Context: an optimization exercise on an open-source flow, tuned for small area, a short achievable clock period and few clock cycles. The choices shown serve that exercise and are no tape-out recipe.
Only simulation tests tie the RTL to the original design; equivalence was not proved.
Power is estimated from default activity; no workload was simulated.

== alpha ==
==> flow/design.v <==
`default_nettype none
package pb_mcast_pkg;
  localparam int unsigned ADDR_W  = 48;
  localparam int unsigned USER_W  = 8;
  localparam int unsigned SEL_W   = 6;
  localparam int unsigned COORD_W = 6;
endpackage
`default_nettype wire
`default_nettype none
module pb_mcast_subset_iter #(
  parameter int unsigned Width = 48
) (
  input  logic [Width-1:0] val_i,
  input  logic [Width-1:0] mask_i,
  input  logic             cin_i,
  output logic [Width-1:0] val_o,
  output logic             all_o
);
  localparam int unsigned G  = 8;
  localparam int unsigned NG = (Width + G - 1) / G;
  logic [NG*G-1:0] p;
  logic [NG*G-1:0] r;         
  logic [NG-1:0]   g;         
  logic [NG:0]     gc;        
  assign p = {{(NG*G-Width){1'b1}}, val_i | ~mask_i};
  for (genvar k = 0; k < NG; k++) begin : g_grp
    assign r[k*G] = 1'b1;
    for (genvar j = 1; j < G; j++) begin : g_r
      assign r[k*G+j] = r[k*G+j-1] & p[k*G+j-1];
    end
    assign g[k] = &p[k*G +: G];
  end
  assign gc[0] = cin_i;
  for (genvar k = 0; k < NG; k++) begin : g_gc
    assign gc[k+1] = &{cin_i, g[k:0]};
  end
  for (genvar i = 0; i < Width; i++) begin : g_bit
    assign val_o[i] = val_i[i] ^ (mask_i[i] & gc[i/G] & r[i]);
  end
  assign all_o = &p;
endmodule
`default_nettype wire
`default_nettype none
module pb_mcast_unroller #(
  parameter int unsigned AddrWidth  = pb_mcast_pkg::ADDR_W,
  parameter int unsigned UserWidth  = pb_mcast_pkg::USER_W,
  parameter int unsigned SelWidth   = pb_mcast_pkg::SEL_W,
  parameter int unsigned MeshDimX   = 4,
  parameter int unsigned MeshDimY   = 4,
  parameter int unsigned CoordWidth = pb_mcast_pkg::COORD_W
) (
  input  logic                  clk_i,
  input  logic                  rst_i,
  input  logic                  in_valid_i,
  output logic                  in_ready_o,
  input  logic [AddrWidth-1:0]  in_addr_i,
  input  logic [AddrWidth-1:0]  in_mask_i,
  input  logic [2*SelWidth-1:0] in_sel_x_i,
  input  logic [2*SelWidth-1:0] in_sel_y_i,
  input  logic [UserWidth-1:0]  in_user_i,
  output logic                  out_valid_o,
  input  logic                  out_ready_i,
  output logic [AddrWidth-1:0]  out_addr_o,
  output logic [CoordWidth-1:0] out_x_o,
  output logic [CoordWidth-1:0] out_y_o,
  output logic [UserWidth-1:0]  out_user_o,
  output logic                  out_last_o,
  output logic                  busy_o,
  output logic                  err_o
);
  localparam int unsigned AW = 48;    
  localparam int unsigned SW = 6;
  function automatic logic [AW-1:0] thermo(input logic [5:0] hgt, input logic [5:0] heq,
                                           input logic [7:0] lgt);
    logic [AW-1:0] t;
    for (int i = 0; i < AW; i++) t[i] = hgt[i/8] | (heq[i/8] & lgt[i%8]);
    thermo = t;
  endfunction
  function automatic logic [2*AW-1:0] field_dec(input logic [2*SW-1:0] sel);
    logic [2:0] oh, ol, lh, ll;
    logic [3:0] slo, shi;
    logic [5:0] hgt, heq, hgt0, heq0, ogt, oeq;
    logic [7:0] lgt, olgt;
    logic       c8;
    {oh, ol} = sel[2*SW-1:SW];
    {lh, ll} = sel[SW-1:0];
    slo = {1'b0, ol} + {1'b0, ll};
    shi = {1'b0, oh} + {1'b0, lh};
    c8  = slo[3];
    for (int a = 0; a < 6; a++) begin
      hgt0[a] = (shi > a);
      heq0[a] = (shi == a);
      ogt[a]  = (oh > a);
      oeq[a]  = (oh == a);
    end
    for (int a = 0; a < 6; a++) begin
      hgt[a] = hgt0[a] | (c8 & heq0[a]);
      heq[a] = c8 ? ((a == 0) ? 1'b0 : heq0[(a == 0) ? 0 : a-1]) : heq0[a];
    end
    for (int b = 0; b < 8; b++) begin
      lgt[b]  = (slo[2:0] > b);
      olgt[b] = (ol > b);
    end
    field_dec = {~thermo(ogt, oeq, olgt), thermo(hgt, heq, lgt)};
  endfunction
  function automatic logic [5:0] dec_h(input logic [2*SW-1:0] sel);
    logic [5:0] h;
    for (int a = 0; a < 6; a++) h[a] = (sel[2*SW-1:SW+3] == a) && (sel[SW-1:0] != '0);
    dec_h = h;
  endfunction
  function automatic logic [7:0] dec_l(input logic [2*SW-1:0] sel);
    logic [7:0] l;
    for (int b = 0; b < 8; b++) l[b] = (sel[SW+2:SW] == b);
    dec_l = l;
  endfunction
  logic [AW-1:0] gex, gey, ltx, lty;
  assign {gex, ltx} = field_dec(in_sel_x_i);
  assign {gey, lty} = field_dec(in_sel_y_i);
  logic [AW-1:0] fb, hb;                
  for (genvar i = 0; i < AW; i++) begin : g_dec
    assign fb[i] = (gex[i] & ltx[i]) | (gey[i] & lty[i]);
    if (i >= 2) begin : g_h
      assign hb[i] = (gex[i-2] & ltx[i]) | (gey[i-2] & lty[i]);
    end else begin : g_nh
      assign hb[i] = 1'b0;
    end
  end
  logic [AW-1:0] m_in, mp_in, base_in;
  logic          err_in;
  assign m_in    = in_mask_i & fb;             
  assign mp_in   = m_in & ~hb;                 
  assign base_in = in_addr_i & ~m_in;          
  assign err_in  = |(in_addr_i & ~in_mask_i & hb);
  logic                  busy_q, ld_q, err_q, last_q;
  logic [AW-1:0]         a_q, mp_q;
  logic [5:0]            xh_q, yh_q;
  logic [7:0]            xl_q, yl_q;
  logic                  x1_q, y1_q;
  logic [UserWidth-1:0]  user_q;
  logic [AW-1:0]         a_inc;
  logic                  last_inc;
  pb_mcast_subset_iter #(
    .Width (AW)
  ) u_iter (
    .val_i  (a_q),
    .mask_i (mp_q),
    .cin_i  (out_ready_i),
    .val_o  (a_inc),
    .all_o  ()
  );
  logic busy_d;
  assign busy_d = busy_q ? ~(out_ready_i & last_q) : (in_valid_i & ~err_in);
  assign last_inc = &(a_inc | ~mp_q);
  always_ff @(posedge clk_i) begin
    if (rst_i) begin
      busy_q <= 1'b0;
      ld_q   <= 1'b1;
      err_q  <= 1'b0;
    end else begin
      busy_q <= busy_d;
      ld_q   <= ~busy_d;
      err_q  <= ~busy_q & in_valid_i & err_in;
    end
  end
  always_ff @(posedge clk_i) begin
    if (!ld_q) begin
      a_q    <= a_inc;
      last_q <= last_inc;
    end else begin
      a_q    <= base_in;
      mp_q   <= mp_in;
      last_q <= ~|mp_in;
      xh_q   <= dec_h(in_sel_x_i);
      yh_q   <= dec_h(in_sel_y_i);
      xl_q   <= dec_l(in_sel_x_i);
      yl_q   <= dec_l(in_sel_y_i);
      x1_q   <= |in_sel_x_i[SW-1:1];
      y1_q   <= |in_sel_y_i[SW-1:1];
      user_q <= in_user_i;
    end
  end
  logic [AW-1:0] dx, dy;
  for (genvar i = 0; i < AW; i++) begin : g_od
    assign dx[i] = xh_q[i/8] & xl_q[i%8];
    assign dy[i] = yh_q[i/8] & yl_q[i%8];
  end
  logic [1:0] cx, cy;
  assign cx[0] = |(dx & a_q);
  assign cx[1] = x1_q & |(dx[AW-2:0] & a_q[AW-1:1]);
  assign cy[0] = |(dy & a_q);
  assign cy[1] = y1_q & |(dy[AW-2:0] & a_q[AW-1:1]);
  assign in_ready_o  = ~busy_q;
  assign busy_o      = busy_q;
  assign out_valid_o = busy_q;
  assign err_o       = err_q;
  assign out_last_o  = last_q;
  assign out_addr_o  = a_q;
  assign out_x_o     = {{(CoordWidth-2){1'b0}}, cx};
  assign out_y_o     = {{(CoordWidth-2){1'b0}}, cy};
  assign out_user_o  = user_q;
endmodule
`default_nettype wire
Settings: LEC_CHECK=0, ABC_AREA=1, CAP_MARGIN=20, CORE_MARGIN=2, CORE_UTILIZATION=40, SETUP_SLACK_MARGIN=4.0, SLEW_MARGIN=20, TNS_END_PERCENT=0; clock period 7.0 ns.
standard.sh (not shown) runs the stock make flow with config.mk's settings and CLKGATE_MAP_FILE= SYNTH_SCRIPT=/design/flow/synth_recipe.tcl, a recipe that flattens the netlist after the stock synthesis.
==> flow/flow/run.sh <==
#!/bin/bash
# Standard layout, with the port buffers made from the smallest buffer cell
# (the default pick is a larger delay buffer). Everything else is the standard flow's
# standard flow.
set -euo pipefail
export BUFFER_PORTS_ARGS="-buffer_cell sky130_fd_sc_hd__buf_1"
bash standard.sh 2>&1 | tee standard_flow.log
Testbench counts of alpha, summed over its fixed seeds: cycles 13,033.
Inputs modified between alpha and beta:
--- a/flow/design.v
+++ b/flow/design.v
@@ -131,14 +131,14 @@
   assign mp_in   = m_in & ~hb;                 
   assign base_in = in_addr_i & ~m_in;          
   assign err_in  = |(in_addr_i & ~in_mask_i & hb);
-  logic                  busy_q, ld_q, err_q, last_q;
+  logic                  busy_q, ld_q, err_q;
   logic [AW-1:0]         a_q, mp_q;
   logic [5:0]            xh_q, yh_q;
   logic [7:0]            xl_q, yl_q;
   logic                  x1_q, y1_q;
   logic [UserWidth-1:0]  user_q;
   logic [AW-1:0]         a_inc;
-  logic                  last_inc;
+  logic                  last;
   pb_mcast_subset_iter #(
     .Width (AW)
   ) u_iter (
@@ -146,11 +146,10 @@
     .mask_i (mp_q),
     .cin_i  (out_ready_i),
     .val_o  (a_inc),
-    .all_o  ()
+    .all_o  (last)
   );
   logic busy_d;
-  assign busy_d = busy_q ? ~(out_ready_i & last_q) : (in_valid_i & ~err_in);
-  assign last_inc = &(a_inc | ~mp_q);
+  assign busy_d = busy_q ? ~(out_ready_i & last) : (in_valid_i & ~err_in);
   always_ff @(posedge clk_i) begin
     if (rst_i) begin
       busy_q <= 1'b0;
@@ -164,12 +163,10 @@
   end
   always_ff @(posedge clk_i) begin
     if (!ld_q) begin
-      a_q    <= a_inc;
-      last_q <= last_inc;
+      a_q <= a_inc;
     end else begin
       a_q    <= base_in;
       mp_q   <= mp_in;
-      last_q <= ~|mp_in;
       xh_q   <= dec_h(in_sel_x_i);
       yh_q   <= dec_h(in_sel_y_i);
       xl_q   <= dec_l(in_sel_x_i);
@@ -193,7 +190,7 @@
   assign busy_o      = busy_q;
   assign out_valid_o = busy_q;
   assign err_o       = err_q;
-  assign out_last_o  = last_q;
+  assign out_last_o  = last;
   assign out_addr_o  = a_q;
   assign out_x_o     = {{(CoordWidth-2){1'b0}}, cx};
   assign out_y_o     = {{(CoordWidth-2){1'b0}}, cy};
[summary]
- beta reports its last element of the critical path as mp_q[37] while alpha reports out_x_o[0].
- Logic gate share of total power, beta and alpha, higher one = alpha.
- From alpha to beta the numbers moved as follows: overall via count from detail_route now smaller, total die area now smaller, well-tap cell count now smaller.
- Changes observed in beta relative to alpha: time the worst path needs with I/O delays and setup down 160 ps; fmax up 4.3%; fraction of cell area in non-clock buffers up 1.7 points.
Testbench counts of beta, summed over its fixed seeds: cycles 13,033.

[port drivers added, routing unchanged]
No port has a modelled driver above. Below, the same layouts with a new extraction and two added sets of constraints. Step 1 assumes that a clkbuf_16 drives the clock port and a buf_2 every other input. Step 2 adds t to the input delays and takes it off the output delays; t is the mean of the earliest and latest rising clock arrival at the registers after step 1. Input paths then give back, and output paths get back, about the clock's delay inside the block. Three values: no drivers, after step 1, after step 2; two values: the first two.
| run | t, ns | setup slack, ns | slew at the worst register clock pin (ns) | worst slew at a driven data input, ns |
|---|---|---|---|---|
| alpha | 0.482 | 3.083 / 3.030 / 2.693 | 0.07 / 0.07 | 0.05 |
| beta | 0.467 | 3.243 / 3.200 / 2.784 | 0.06 / 0.06 | 0.06 |
After both steps every run listed still meets setup and hold. For beta, which loses most, drivers alone change the setup slack by -0.043 ns; drivers and shift together by -0.459 ns.
